This is an optimization exercise on Yosys and OpenROAD, whose aim is small area, not a production implementation.
Where RTL was checked, it was by simulation tests only, not by an equivalence proof against the original.
Power is estimated from default activity; no workload was simulated.

## udp_tx_top
module udp_tx_top (
    input  logic                                       clk,
    input  logic                                       reset,
    input  logic                                       send,
    input  udp_tx_cfg_pkg::udp_request_t               request,
    input  logic [udp_tx_cfg_pkg::PAYLOAD_BYTES*8-1:0] payload,
    output logic                                       ready,
    output udp_tx_cfg_pkg::mii_tx_t                    tx
);
Size in the first run: roughly 0.013 mm2 of cells after synthesis.
Settings: LEC_CHECK=0, CAP_MARGIN=20, CORE_MARGIN=2, CORE_UTILIZATION=40, SLEW_MARGIN=20; clock period 10.0 ns.
standard.sh (not shown) runs the stock make flow with config.mk's settings and CLKGATE_MAP_FILE= SYNTH_SCRIPT=/design/flow/synth_recipe.tcl, a recipe that flattens the netlist after the stock synthesis.
==> flow/flow/run.sh <==
#!/bin/bash
set -euo pipefail
export BUFFER_PORTS_ARGS="-buffer_cell sky130_fd_sc_hd__buf_1"
export CTS_ARGS="-sink_clustering_enable -repair_clock_nets -dont_use_dummy_load"
bash standard.sh > flow_make.log 2>&1
The baseline finished with timing, DRC and antenna clean.
Then changed:
==> flow/run.sh (new file) <==
#!/bin/bash
# synth_recipe.tcl (not shown) runs the flow's synth.tcl, then flattens the netlist and writes it again
# the make line also repeats each setting of config.mk as NAME=value (left out here)
make -C /OpenROAD-flow-scripts/flow DESIGN_CONFIG=/design/flow/config.mk WORK_HOME=/design/flow/orfs CLKGATE_MAP_FILE= SYNTH_SCRIPT=/design/flow/synth_recipe.tcl finish
removed: flow/flow/run.sh
removed: flow/standard.sh
Outcome:
- clock power climbs by a quarter to a third
- clock-buffer cell count grows by 20
- routed wire length came out higher by a few percent
- global-route usage increases by 1.4 points
- synthesized area is unchanged
- die area does not change
Then changed:
Settings changed: ABC_AREA set to 1, CTS_BUF_LIST set to sky130_fd_sc_hd__clkbuf_8, CTS_CLUSTER_DIAMETER set to 50, CTS_CLUSTER_SIZE set to 16.
=> Clock skew increases by 0.014 ns; combinational power decreases by 6.0%; core utilization decreases by 0.44 points; sequential power hardly moves; routed wire length decreases by 20%; worst setup slack is better by 0.018 ns; clock power decreases by 34%; power decreases by 15%.
No functional check of the RTL was part of any run of this note.

---

The RTL this note starts from:
==> flow/design.v <==
package udp_tx_cfg_pkg;
    localparam int unsigned PAYLOAD_BYTES = 18;
    localparam int unsigned FRAME_BYTES = 60;
    localparam int unsigned PREAMBLE_NIBBLES = 16;
    localparam int unsigned FRAME_NIBBLES    = 2 * FRAME_BYTES;
    localparam int unsigned FCS_NIBBLES      = 8;
    localparam int unsigned GAP_NIBBLES      = 24;
    localparam int unsigned NIBBLE_DIVIDER = 4;
    typedef logic [6:0] nibble_idx_t;
    typedef logic [$clog2(NIBBLE_DIVIDER)-1:0] div_count_t;
    typedef enum logic [2:0] {
        PHASE_IDLE,
        PHASE_BUILD,
        PHASE_CHECKSUM,
        PHASE_PREAMBLE,
        PHASE_FRAME,
        PHASE_FCS,
        PHASE_GAP
    } tx_phase_e;
    typedef struct packed {
        logic [31:0] src_ip;
        logic [47:0] src_mac;
        logic [15:0] src_port;
        logic [31:0] dest_ip;
        logic [47:0] dest_mac;
        logic [15:0] dest_port;
    } udp_request_t;
    typedef struct packed {
        logic       en;
        logic       strobe;
        logic [3:0] d;
    } mii_tx_t;
endpackage
import udp_tx_cfg_pkg::*;
module udp_tx_top (
    input  logic                                       clk,
    input  logic                                       reset,
    input  logic                                       send,
    input  udp_tx_cfg_pkg::udp_request_t               request,
    input  logic [udp_tx_cfg_pkg::PAYLOAD_BYTES*8-1:0] payload,
    output logic                                       ready,
    output udp_tx_cfg_pkg::mii_tx_t                    tx
);
    localparam int RING = 336;
    logic [1:0] div;
    logic       tick;
    logic       busy;        
    logic [7:0] n;           
    logic [1:0] v;           
    logic [9:0] pos;
    assign pos = {n, div[1] ~^ div[0], ~div[0]};
    logic accept;
    assign accept = send & ready;
    logic [7:0] n_inc;
    assign n_inc[0] = ~n[0];
    for (genvar i = 1; i < 8; i++) begin : g_inc
        assign n_inc[i] = n[i] ^ (&n[i-1:0]);
    end
    always_ff @(posedge clk) begin
        if (reset) begin
            div  <= '0;
            tick <= 1'b0;
        end else begin
            div  <= {div[1] ^ div[0], ~div[0]};
            tick <= (div == 2'd3);
        end
    end
    always_ff @(posedge clk) begin
        if (reset) begin
            ready <= 1'b1;
            busy  <= 1'b0;
            n     <= '0;
        end else if (accept) begin
            ready <= 1'b0;
            busy  <= 1'b1;
            n     <= {8{div[1]}};
        end else if (busy && tick) begin
            if (n == 8'd167) begin
                ready <= 1'b1;
                busy  <= 1'b0;
                n     <= '0;
            end else begin
                n <= n_inc;
            end
        end
    end
    always_ff @(posedge clk) begin
        if (ready) begin
            v <= div;
        end
    end
    logic [1:0] sel;
    assign sel = {v[1], ~v[0]};
    logic [479:0] fdata;
    assign fdata = {request.dest_mac, request.src_mac, 16'h0, 80'h0, 16'h0,
                    request.src_ip, request.dest_ip, request.src_port, request.dest_port,
                    32'h0, payload};
    logic [RING-1:0] ring;
    logic [RING-1:0] ring_in;
    for (genvar q = 0; q < RING; q++) begin : g_map
        localparam int TF = (q < 144) ? (479 - q) : (q < 240) ? (447 - q) : (335 - q);
        assign ring_in[q] = fdata[(59 - TF / 8) * 8 + TF % 8];
    end
    localparam int CS_W = 146;
    logic [RING-1:0] ring_prev;
    logic            cs_wr, cs_sum;
    always_comb begin
        ring_prev = {ring[RING-2:0], ring[RING-1]};
        if (cs_wr) begin
            ring_prev[CS_W] = cs_sum;
        end
    end
    always_ff @(posedge clk) begin
        ring <= ~((ring_in | {RING{busy}}) & (ring_prev | {RING{ready}}));
    end
    logic corr;
    assign corr = pos[0] ^ sel[0];
    logic tap_a, tap_b, tap_c;
    assign tap_a = ring[62 + sel] ^ corr;
    assign tap_b = ring[174 + sel] ^ corr;
    assign tap_c = ring[206 + sel] ^ corr;
    localparam logic [15:0] CSUM_INIT = 16'h4C44;
    logic cy;
    logic cs_init, cs_first, cs_win, cs_d, cs_a;
    assign cs_init  = (pos < 10'd160);
    assign cs_first = (pos < 10'd176);
    assign cs_win   = (pos < 10'd224);
    assign cs_wr    = !cs_init && (pos < 10'd240);
    assign cs_d     = cs_win & tap_a;
    assign cs_a     = cs_first ? CSUM_INIT[pos[3:0]] : ring[CS_W + 15];
    assign cs_sum   = cs_a ^ cs_d ^ cy;
    always_ff @(posedge clk) begin
        if (cs_init) begin
            cy <= 1'b0;
        end else begin
            cy <= (cs_a & cs_d) | (cs_a & cy) | (cs_d & cy);
        end
    end
    logic cs_out;
    assign cs_out = ring[CS_W + 31];
    logic [7:0] kbyte;
    always_comb begin
        case (pos[9:3])
            7'd20:   kbyte = 8'h08;
            7'd22:   kbyte = 8'h45;
            7'd23:   kbyte = 8'h0C;
            7'd25:   kbyte = 8'h2E;
            7'd30:   kbyte = 8'hFF;
            7'd31:   kbyte = 8'h11;
            7'd47:   kbyte = 8'h1A;
            default: kbyte = 8'h00;
        endcase
    end
    logic [31:0] crc;
    logic        s;
    always_comb begin
        if (pos < 10'd64) begin
            s = ~pos[0] | (pos[5:0] == 6'd63);
        end else if (pos < 10'd160) begin
            s = tap_a;
        end else if (pos < 10'd256) begin
            s = kbyte[pos[2:0]];
        end else if (pos < 10'd272) begin
            s = ~cs_out;
        end else if (pos < 10'd368) begin
            s = tap_b;
        end else if (pos < 10'd400) begin
            s = kbyte[pos[2:0]];
        end else if (pos < 10'd544) begin
            s = tap_c;
        end else begin
            s = ~crc[0];
        end
    end
    localparam logic [31:0] POLY = 32'hEDB88320;
    logic in_frame, fb;
    assign in_frame = (pos >= 10'd64) && (pos < 10'd544);
    assign fb       = crc[0] ^ s;
    always_ff @(posedge clk) begin
        for (int i = 0; i < 31; i++) begin
            crc[i] <= crc[i+1] ^ (POLY[i] & in_frame & fb);
        end
        crc[31] <= in_frame ? fb : 1'b1;
    end
    logic [2:0] col;
    logic       sending;
    assign sending = busy && (n < 8'd144);
    always_ff @(posedge clk) begin
        col <= {s, col[2:1]};
    end
    logic en_q;
    logic [3:0] d_q;
    always_ff @(posedge clk) begin
        if (reset) begin
            en_q <= 1'b0;
            d_q  <= '0;
        end else if (tick) begin
            en_q <= sending;
            d_q  <= sending ? {s, col} : 4'h0;
        end
    end
    assign tx.en     = en_q;
    assign tx.strobe = en_q && (div == 2'd1);
    assign tx.d      = d_q;
endmodule
export LEC_CHECK = 0
export ABC_AREA = 0
export CAP_MARGIN = 20
export CORE_MARGIN = 2
export CORE_UTILIZATION = 70
export PLACE_DENSITY = 0.8
export SLEW_MARGIN = 20
create_clock -name core_clock -period 10.0 [get_ports {clk}]
==> flow/flow/run.sh <==
#!/bin/bash
# The standard layout (standard.sh) with three changes:
#  - synthesis is the standard flow's script, but ABC maps with flow/area.abc for area
#  - the port buffers are buf_1 cells
#  - CTS uses clkbuf_4 cells and adds no dummy loads
# Each tool's full output is in orfs/logs; make's output is in flow_make.log.
set -euo pipefail
W=$(pwd)
export BUFFER_PORTS_ARGS="-buffer_cell sky130_fd_sc_hd__buf_1"
export CTS_ARGS="-sink_clustering_enable -repair_clock_nets -dont_use_dummy_load -buf_list sky130_fd_sc_hd__clkbuf_4 -sink_clustering_size 12 -sink_clustering_max_diameter 40"
export MY_ABC_SCRIPT="$W/flow/area.abc"
cat "$W/flow/abc_override.tcl" "$W/synth_recipe.tcl" > "$W/own_synth.tcl"
sed "s#SYNTH_SCRIPT=[^ ]*#SYNTH_SCRIPT=$W/own_synth.tcl#" "$W/standard.sh" > "$W/own_standard.sh"
grep -q "SYNTH_SCRIPT=$W/own_synth.tcl" "$W/own_standard.sh"
bash "$W/own_standard.sh" > flow_make.log 2>&1
==> flow/flow/abc_override.tcl <==
# Runs ABC with this flow's own mapping script (flow/area.abc) and no delay
# target in place of ORFS's; everything else in synthesis is the standard flow's.
proc abc {args} {
  set i [lsearch -exact $args -script]
  if { $i >= 0 } {
    set args [lreplace $args $i [expr {$i + 1}] -script $::env(MY_ABC_SCRIPT)]
  }
  set i [lsearch -exact $args -D]
  if { $i >= 0 } {
    set args [lreplace $args $i [expr {$i + 1}]]
  }
  yosys abc {*}$args
}
==> flow/flow/area.abc <==
strash; dc2; dc2; strash; &get -n; &dch -f; &nf -R 1000; &put; topo; dnsize
==> next run, changes <==
==> flow/flow/run.sh (replaced) <==
#!/bin/bash
set -euo pipefail
export BUFFER_PORTS_ARGS="-buffer_cell sky130_fd_sc_hd__buf_1"
export CTS_ARGS="-sink_clustering_enable -repair_clock_nets -dont_use_dummy_load -buf_list sky130_fd_sc_hd__clkbuf_4 -sink_clustering_size 12 -sink_clustering_max_diameter 40"
bash standard.sh > flow_make.log 2>&1
--- a/flow/config.mk
+++ b/flow/config.mk
@@ -10,4 +10,3 @@
 export CORE_MARGIN = 2
-export CORE_UTILIZATION = 70
-export PLACE_DENSITY = 0.8
+export CORE_UTILIZATION = 60
 export SLEW_MARGIN = 20
removed: flow/flow/abc_override.tcl
removed: flow/flow/area.abc
Total power drops by 0.38%.
Wire length decreases by 6.0%.
Clock power is higher by about 1%.
Register-to-register slack improves by 270 ps.
Die area climbs by 21%.
Core utilization is lower by 15 points.
Cell count increases by about 3%.
Sequential power hardly moves.

[port drivers added, routing unchanged]
The flow's constraints put no driver on any port. The routed layouts listed below were extracted and timed again, unchanged, in two steps.
Step 1 (the two cells are an assumption about what drives the block):
set clk [get_ports {clk}]
set_driving_cell -lib_cell sky130_fd_sc_hd__clkbuf_16 $clk
set_driving_cell -lib_cell sky130_fd_sc_hd__buf_2 [delete_from_list [all_inputs] $clk]
Step 2 adds t to the input delays and takes it off the output delays; t is the mean of the earliest and latest rising clock arrival at the registers after step 1. Input paths then give back, and output paths get back, about the clock's delay inside the block.
Three values: ideal ports, drivers, drivers and shift; two values: the first two.
| run | shift t [ns] | setup slack, ns | hold slack, ns |
|---|---|---|---|
| the first run of note 1 | 0.559 | 6.174 / 6.174 / 6.174 | 0.309 / 0.309 / 0.309 |
| the second run of note 1 | 0.586 | 5.728 / 5.674 / 6.206 | 0.325 / 0.325 / 0.325 |
| the third run of note 1 | 0.579 | 5.745 / 5.701 / 6.279 | 0.314 / 0.314 / 0.314 |
| the first run of note 2 | 0.657 | 6.357 / 6.314 / 6.535 | 0.324 / 0.324 / 0.324 |
| the second run of note 2 | 0.665 | 6.259 / 6.216 / 6.739 | 0.318 / 0.318 / 0.318 |
After both steps every run listed still meets setup and hold.
